What follows belongs to an exercise in optimizing a design on an open flow for a short achievable clock period and few clock cycles; a production flow would make more cautious choices. Only simulation tests tie the RTL to the original design; equivalence was not proved. Power figures rest on the tool's default switching activity, not on a simulated workload.

// cpuTop
module cpuTop (
    input  logic                    clk,
    input  logic                    rst,
    output logic                    memReq,
    output logic                    memWe,
    output logic [cpuPkg::XLEN-1:0] memAddr,
    output logic [cpuPkg::XLEN-1:0] memWdata,
    input  logic                    memAck,
    input  logic [cpuPkg::XLEN-1:0] memRdata,
    output logic                    halted
);
    logic accessDone;
    logic issued;
    logic phFetch;
    logic phExec;
    logic phMem;
    logic iLdSt;
    logic fAlu;
    logic fExec;
    logic fUseImm;
    logic fStore;
    stateToControl decode (
        .opcode(memRdata[6:0]), .isAlu(fAlu), .isExec(fExec), .isUseImm(fUseImm),
        .isStore(fStore)
    );
    stateSequencer sequencer (
        .clk(clk),
        .rst(rst),
        .memAck(memAck),
        .fAlu(fAlu),
        .fExec(fExec),
        .iLdSt(iLdSt),
        .memReq(memReq),
        .issued(issued),
        .accessDone(accessDone),
        .phFetch(phFetch),
        .phExec(phExec),
        .phMem(phMem),
        .halted(halted)
    );
    dataPath datapath (
        .clk(clk),
        .rst(rst),
        .memRdata(memRdata),
        .memAck(memAck),
        .issued(issued),
  ...
clock: 8.0 ns
lec_check: 0
abc_clock_period_in_ps: 3000
cap_margin: 20
core_margin: 2
core_utilization: 40
setup_slack_margin: 4.8
slew_margin: 20
run.sh (not shown) runs the stock make flow with config.mk's settings and CLKGATE_MAP_FILE= SYNTH_SCRIPT=/design/flow/synth_recipe.tcl, a recipe that flattens the netlist after the stock synthesis.
Testbench counts at the start, summed over its fixed seeds: cycles 69,239.
Rerun with:
--- a/flow/config.mk
+++ b/flow/config.mk
@@ -8 +8 @@
-export ABC_CLOCK_PERIOD_IN_PS = 3000
+export ABC_CLOCK_PERIOD_IN_PS = 2500
@@ -12 +12 @@
-export SETUP_SLACK_MARGIN = 4.8
+export SETUP_SLACK_MARGIN = 4.5
What happened: Final cell count shrinks slightly; wire length fell by a few percent; clock-buffer cell count goes down by 18; non-clock buffer count went down by 133; critical path depth went down by 2; total power shrinks slightly; synthesized area stays the same; maximum frequency drops slightly; worst setup slack degrades by 0.061 ns; core utilization drops by 1.4 points.
Rerun with:
--- a/flow/config.mk
+++ b/flow/config.mk
@@ -8 +8 @@
-export ABC_CLOCK_PERIOD_IN_PS = 2500
+export ABC_CLOCK_PERIOD_IN_PS = 3000
@@ -12 +12 @@
-export SETUP_SLACK_MARGIN = 4.5
+export SETUP_SLACK_MARGIN = 4.6
- The new run produced a clean layout
- non-clock buffer count goes up by 61
- die area does not change
- final area goes up by 0.93%
- power hardly moves
- synthesized cell count is unchanged

---

Another version of the RTL of cpuTop (not shown whole).
Size in the first run: roughly 100 I/O pins.
make LEC_CHECK=0 ABC_CLOCK_PERIOD_IN_PS=3000 CAP_MARGIN=20 CORE_MARGIN=2 CORE_UTILIZATION=35 SETUP_SLACK_MARGIN=4.6 SLEW_MARGIN=20 finish   # period 8.0 ns
The starting point completed without violations.
Testbench counts at the start, summed over its fixed seeds: cycles 69,239.
Then changed:
Settings changed: CORE_UTILIZATION 35 to 40, SETUP_SLACK_MARGIN 4.6 to 4.7.
The changed run ran to the end with no violations.
Utilization is higher by 6.0 points.
Clock-buffer cell count is lower by 4.
Routed wire length climbs by 1.9%.
Cell count came out lower by 4.5%.
Worst hold slack loses 0.015 ns.
Cell area goes down by 0.34%.
Clock power rises by about 2%.
Power came out higher by 1.1%.
Synthesized cell count stays the same.
Via count is higher by 0.34%.

---

build 39:
Starting RTL as in the previous note.
Settings: LEC_CHECK=0, ABC_CLOCK_PERIOD_IN_PS=3000, CAP_MARGIN=20, CORE_MARGIN=2, CORE_UTILIZATION=45, SETUP_SLACK_MARGIN=4.6, SLEW_MARGIN=20; clock period 8.0 ns.
Testbench counts of build 39, summed over its fixed seeds: cycles 69,239.
> inputs changed (build 39 -> build 21)
- changing SETUP_SLACK_MARGIN from 4.6 to 4.65
- changing CORE_UTILIZATION from 45 to 40
[summary]
Looking at DRC violation total after the first TritonRoute iteration across both flows, build 21 is the weaker of the two, with build 39 ahead. Endpoint of the worst setup timing path: datapath.addrQ[29] -> build 39, datapath.addrQ[23] -> build 21. Higher sequential share of layout area goes to build 39 over build 21. Proportion of power drawn by the clock network in build 21 is 0.5 points below build 39.
The inputs of build 15 differ from those of build 21 as listed below.
- swapping 4.65 for 4.6 in SETUP_SLACK_MARGIN
### Flow results
Result: PASS for each of build 21 and build 15
Between build 21 and build 15, the sum of met2 wire segment lengths after detailed routing is higher for build 15.
Mean routed wirelength per cell was higher in the run labelled build 15.
Between build 21 and build 15, the difference in overall power consumption is negligible.
Build 15 reports a lower fraction of standard cell area in multi-input logic than build 21 does.
Setup slack was higher in the run labelled build 15.

afterwards: timing with drivers on the ports:
In the flow no input, the clock included, has a driving cell. The finished layouts below were timed again as built, in two steps.
Step 1: set_driving_cell puts a clkbuf_16 on clk and a buf_2 on each other input, an assumption about the parent block.
Step 2 also shifts input and output timing later by t, the mid clock arrival at the registers, as if the neighbouring blocks saw the same clock.
a / b / c = ideal ports / drivers / drivers and shift; a / b = the first two.
run | t, ns | setup slack, ns | worst register clock-pin slew, ns | worst data-port slew with drivers (ns) | pins driven straight from the clock port
the first run of note 1 | 0.869 | 4.459 / 4.331 / 3.461 | 0.07 / 0.07 | 0.39 | 1
the second run of note 1 | 0.877 | 4.398 / 4.132 / 3.254 | 0.07 / 0.07 | 0.48 | 1
the third run of note 1 | 0.873 | 4.480 / 4.240 / 3.367 | 0.06 / 0.06 | 0.52 | 1
the first run of note 2 | 0.875 | 4.330 / 4.115 / 3.240 | 0.07 / 0.07 | 0.49 | 1
the second run of note 2 | 0.879 | 4.482 / 4.288 / 3.410 | 0.07 / 0.07 | 0.37 | 1
build 39 | 0.873 | 4.424 / 4.281 / 3.407 | 0.07 / 0.07 | 0.32 | 1
build 21 | 0.850 | 4.430 / 4.309 / 3.459 | 0.07 / 0.07 | 0.36 | 1
build 15 | 0.873 | 4.501 / 4.225 / 3.353 | 0.07 / 0.07 | 0.42 | 1
After both steps setup and hold are still met in every run listed. The setup slack of build 15, which loses most, moves by -0.276 ns with the drivers and by -1.148 ns with both steps.
